This design comes from an exercise in tuning for small area, a short achievable clock period and few clock cycles per item on the open sky130 flow, not from production work. RTL that was checked went through simulation tests only; none was proved equivalent to the original.

Setup of v30:
## softsign_activation_top
module softsign_activation_top (
  input  logic                           clk,
  input  logic                           rst_n,
  input  logic                           in_tvalid,
  output logic                           in_tready,
  input  logic [ssa_pkg::SAMPLE_W-1:0]   in_tdata,
  output logic                           out_tvalid,
  input  logic                           out_tready,
  output logic [ssa_pkg::RESULT_W-1:0]   out_tdata,
  input  logic                           cfg_psel,
  input  logic                           cfg_penable,
  input  logic                           cfg_pwrite,
  input  logic [ssa_pkg::CFG_ADDR_W-1:0] cfg_paddr,
  input  logic [ssa_pkg::CFG_DATA_W-1:0] cfg_pwdata,
  output logic [ssa_pkg::CFG_DATA_W-1:0] cfg_prdata,
  output logic                           cfg_pready
);
Settings: LEC_CHECK=0, CAP_MARGIN=20, CORE_MARGIN=2, CORE_UTILIZATION=40, SLEW_MARGIN=20; clock period 6.5 ns.
run.sh (not shown) runs the stock make flow with config.mk's settings and CLKGATE_MAP_FILE= SYNTH_SCRIPT=/design/flow/synth_recipe.tcl, a recipe that flattens the netlist after the stock synthesis.
v30 ended with every stage complete and zero timing, DRC or antenna violations.
#### Input delta (v13 over v30)
-- flow/config.mk --
<<< v30, line 9
export CORE_MARGIN = 2
export CORE_UTILIZATION = 40
export SLEW_MARGIN = 20
>>> v13, line 9
export CORE_MARGIN = 2
export CORE_UTILIZATION = 40
export SETUP_SLACK_MARGIN = 2.5
export SLEW_MARGIN = 20
Results
- In summary, v13 completed successfully, with a layout that passed the timing, DRC and antenna checks.
- Of v13 and v30, the run reporting the lower post-route fraction of the period consumed by the critical path was v13.
- Compared with v30, v13 shows a lower number of global-route vias before repair.
- v13 against v30; post-detailed-route wirelength per cell is up slightly.
- Taking v30 as the reference, in v13 fraction of layout instances using a drive strength above 1 rose 1.4 points, clock transition at the registers of the reported paths about even, clock insertion delay at the later pin of the skew report rose 0.02 ns, final weighted congestion in routability-driven placement fell about 0.3%, amount of wire on met3 after detailed routing rose about 12%.
- Looking at worst-path cell with the longest stage delay, the sky130_fd_sc_hd__or4_4 result is from v13; the sky130_fd_sc_hd__a2111oi_0 one comes from v30.
- First-pass GRT wire length delta (v13 -> v30): insignificant
No functional check of the RTL was part of any run of this note.

== build 5 ==
Another version of the RTL of softsign_activation_top (not shown whole).
For scale: about 5000 cells after synthesis, roughly 61000 sq um of cells after synthesis.
Settings: LEC_CHECK=0, CAP_MARGIN=20, CORE_MARGIN=2, CORE_UTILIZATION=65, PLACE_DENSITY=0.75, SETUP_SLACK_MARGIN=2.5, SLEW_MARGIN=20; clock period 6.5 ns.
Build 5 reached the final stage; the timing, DRC and antenna checks on its layout passed.
Testbench counts of build 5, summed over its fixed seeds: cycles 16,288, items 16,000.
What build 21 does differently from build 5 at the input level:
Settings: swapping 65 for 40 in CORE_UTILIZATION; clearing PLACE_DENSITY, which used to be 0.75.
Findings:
Build 21: flow completed, timing, DRC and antenna clean
Compare build 5 and build 21 | first-pass GRT wire length higher: build 21
Measured against each other, build 5 and build 21 differ in post-layout minimum cycle time, the lower figure coming from build 5.
Diff build 5 -> build 21: total setup buffers inserted after CTS rose 20, post-layout worst setup margin decreased 0.035 ns, post-detailed-placement half-perimeter wirelength went down by about 1.3%, maximum operating frequency lost about 0.9%.
[build 21] number of cells on the worst reg-to-reg path rose 3 relative to build 5
Input changes introduced in build 53 (baseline for comparison: build 21):
Settings: ABC_AREA newly set to 1; SETUP_SLACK_MARGIN changed from 2.5 to 3.0.
Results
Re number of nets with antenna violations after detailed routing: no difference whatsoever between build 53 and build 21. Build 53 finished every stage and its layout cleared the timing, DRC and antenna checks. Every stage of the flow completed for build 21, and the final layout passed the timing, DRC and antenna checks. From build 21 to build 53 the numbers moved as follows: worst setup skew after layout saw an increase, area of all placed cells without fillers saw an increase, critical path arrival saw a decrease, count of clock-net buffers in the final layout saw a decrease, maximum frequency saw an increase. Changes observed in build 53 relative to build 21: multi-input combinational area share shows an increase of 0.19 points, total standard cell area after synthesis has increased, synthesized instance count higher.

indigo:
Another version of the RTL of softsign_activation_top (not shown whole).
Size: roughly 1,100 flip-flops.
// softsign_activation_top
module softsign_activation_top (
  input  logic                           clk,
  input  logic                           rst_n,
  input  logic                           in_tvalid,
  output logic                           in_tready,
  input  logic [ssa_pkg::SAMPLE_W-1:0]   in_tdata,
  output logic                           out_tvalid,
  input  logic                           out_tready,
  output logic [ssa_pkg::RESULT_W-1:0]   out_tdata,
  input  logic                           cfg_psel,
  input  logic                           cfg_penable,
  input  logic                           cfg_pwrite,
  input  logic [ssa_pkg::CFG_ADDR_W-1:0] cfg_paddr,
  input  logic [ssa_pkg::CFG_DATA_W-1:0] cfg_pwdata,
  output logic [ssa_pkg::CFG_DATA_W-1:0] cfg_prdata,
  output logic                           cfg_pready
);
clock: 6.5 ns
lec_check: 0
cap_margin: 20
core_margin: 2
core_utilization: 40
setup_slack_margin: 4.0
slew_margin: 20
What ember does differently from indigo at the input level:
Settings: SETUP_SLACK_MARGIN: 4.0 -> 3.5.
--- outcome ---
ember against indigo: post-layout minimum cycle time +0.0037 ns. Re unique cell type count in the Yosys netlist: no difference whatsoever between indigo and ember. Lower cell area among indigo and ember: ember. The count of port buffers added during placement on indigo is in line with that on ember. From indigo to ember the numbers moved as follows: fmax now sits at about the same level. ember vs indigo — via count dropped 2.3%.
Function was not checked in any run of this note: the RTL went through the layout flow alone.

## lane 5
Another version of the RTL of softsign_activation_top (not shown whole).
For scale: roughly 6600 cells after synthesis, ~1100 flip-flops, about 110 I/O pins, about 0.063 mm² of cells after synthesis.
==> flow/design.v (excerpt) <==
module softsign_activation_top (
  input  logic                           clk,
  input  logic                           rst_n,
  input  logic                           in_tvalid,
  output logic                           in_tready,
  input  logic [ssa_pkg::SAMPLE_W-1:0]   in_tdata,
  output logic                           out_tvalid,
  input  logic                           out_tready,
  output logic [ssa_pkg::RESULT_W-1:0]   out_tdata,
  input  logic                           cfg_psel,
  input  logic                           cfg_penable,
  input  logic                           cfg_pwrite,
  input  logic [ssa_pkg::CFG_ADDR_W-1:0] cfg_paddr,
  input  logic [ssa_pkg::CFG_DATA_W-1:0] cfg_pwdata,
  output logic [ssa_pkg::CFG_DATA_W-1:0] cfg_prdata,
  output logic                           cfg_pready
);
  localparam int STEPS_PER_REG = 1;
  localparam int NS  = ssa_pkg::DIV_STEPS;
  localparam int DW  = ssa_pkg::DEN_W;
  function automatic integer roff(input integer j);
    roff = 18 * j + (j * (j - 1)) / 2;
  endfunction
  function automatic integer qoff(input integer j);
    qoff = (j * (j - 1)) / 2;
  endfunction
  logic mode;
  logic adv;
  logic [NS:0]              vld_c, neg_c, sub_c, add_c;
  logic [roff(NS+1)-1:0]    rem_c;
  logic [(NS+1)*DW-1:0]     den_c;
  logic [qoff(NS+1)-1:0]    quo_c;
  assign in_tready = adv;
  ssa_cfg u_cfg (
    .clk         (clk),
    .rst_n       (rst_n),
    .cfg_psel    (cfg_psel),
    .cfg_penable (cfg_penable),
    .cfg_pwrite  (cfg_pwrite),
    .cfg_paddr   (cfg_paddr),
    .cfg_pwdata  (cfg_pwdata),
    .cfg_prdata  (cfg_prdata),
    .cfg_pready  (cfg_pready),
    .mode        (mode)
  );
  ssa_front u_front (
    .clk    (clk),
    .rst_n  (rst_n),
    .adv    (adv),
    .in_vld (in_tvalid),
    .sample (in_tdata),
    .mode   (mode),
    .vld_o  (vld_c[1]),
    .neg_o  (neg_c[1]),
    .sub_o  (sub_c[1]),
    .add_o  (add_c[1]),
    .q_o    (quo_c[qoff(1)]),
    .rem_o  (rem_c[roff(1) +: 19]),
    .den_o  (den_c[DW +: DW])
  );
  assign vld_c[0] = 1'b0;
  ...
clock: 6.5 ns
lec_check: 0
abc_area: 1
cap_margin: 20
core_margin: 2
core_utilization: 55
setup_slack_margin: 3.5
slew_margin: 20
Testbench counts of lane 5, summed over its fixed seeds: cycles 16,288, items 16,000.
[inputs] lane 2 vs lane 5
# lane 5
export LEC_CHECK = 0
export ABC_AREA = 1
export CAP_MARGIN = 20
export CORE_MARGIN = 2
export CORE_UTILIZATION = 55
export SETUP_SLACK_MARGIN = 3.5
export SLEW_MARGIN = 20
create_clock -name core_clock -period 6.5 [get_ports {clk}]
# lane 2
export LEC_CHECK = 0
export ABC_AREA = 1
export CAP_MARGIN = 20
export CORE_MARGIN = 2
export CORE_UTILIZATION = 40
export SETUP_SLACK_MARGIN = 3.25
export SLEW_MARGIN = 20
create_clock -name core_clock -period 6.5 [get_ports {clk}]
## What came out
- Lane 2 vs lane 5 — average detailed-routed wire length per instance dropped by a few percent
- Lane 2 ended with every stage complete and zero timing, DRC or antenna violations.
- Relative to lane 5, lane 2 degrades die area.

[afterwards: timing with drivers on the ports]
No port has a modelled driver above. Below, the same layouts with a new extraction and two added sets of constraints.
Step 1 sets driving cells, clkbuf_16 on the clock port and buf_2 on the other inputs (assumed; they add their load-dependent delay and slew).
Step 2, shift: input delay + t, output delay - t, t = (earliest + latest rising clock arrival at the registers) / 2. This alone moves slack from input paths to output paths.
Slacks: ideal ports / drivers / drivers and shift; pairs: ideal ports / drivers.
| run | t, ns | setup WS [ns] | worst register clock-pin slew, ns | worst data-port slew with drivers (ns) |
|---|---|---|---|---|
| v30 | 0.782 | 1.667 / 1.667 / 1.667 | 0.07 / 0.07 | 0.04 |
| v13 | 0.796 | 2.643 / 2.637 / 2.119 | 0.07 / 0.07 | 0.04 |
| build 5 | 0.753 | 2.617 / 2.617 / 2.508 | 0.06 / 0.06 | 0.04 |
| build 21 | 0.769 | 2.583 / 2.583 / 2.583 | 0.06 / 0.06 | 0.07 |
| build 53 | 0.784 | 3.175 / 3.175 / 3.009 | 0.07 / 0.07 | 0.10 |
| indigo | 0.801 | 3.029 / 3.029 / 3.029 | 0.07 / 0.07 | 0.05 |
| ember | 0.793 | 3.025 / 3.025 / 2.889 | 0.07 / 0.07 | 0.05 |
| lane 5 | 0.772 | 3.457 / 3.457 / 3.026 | 0.07 / 0.07 | 0.04 |
| lane 2 | 0.795 | 3.376 / 3.376 / 2.976 | 0.07 / 0.07 | 0.06 |
After both steps setup and hold are still met in every run listed. The setup slack of v13, which loses most, moves by -0.006 ns with the drivers and by -0.524 ns with both steps.
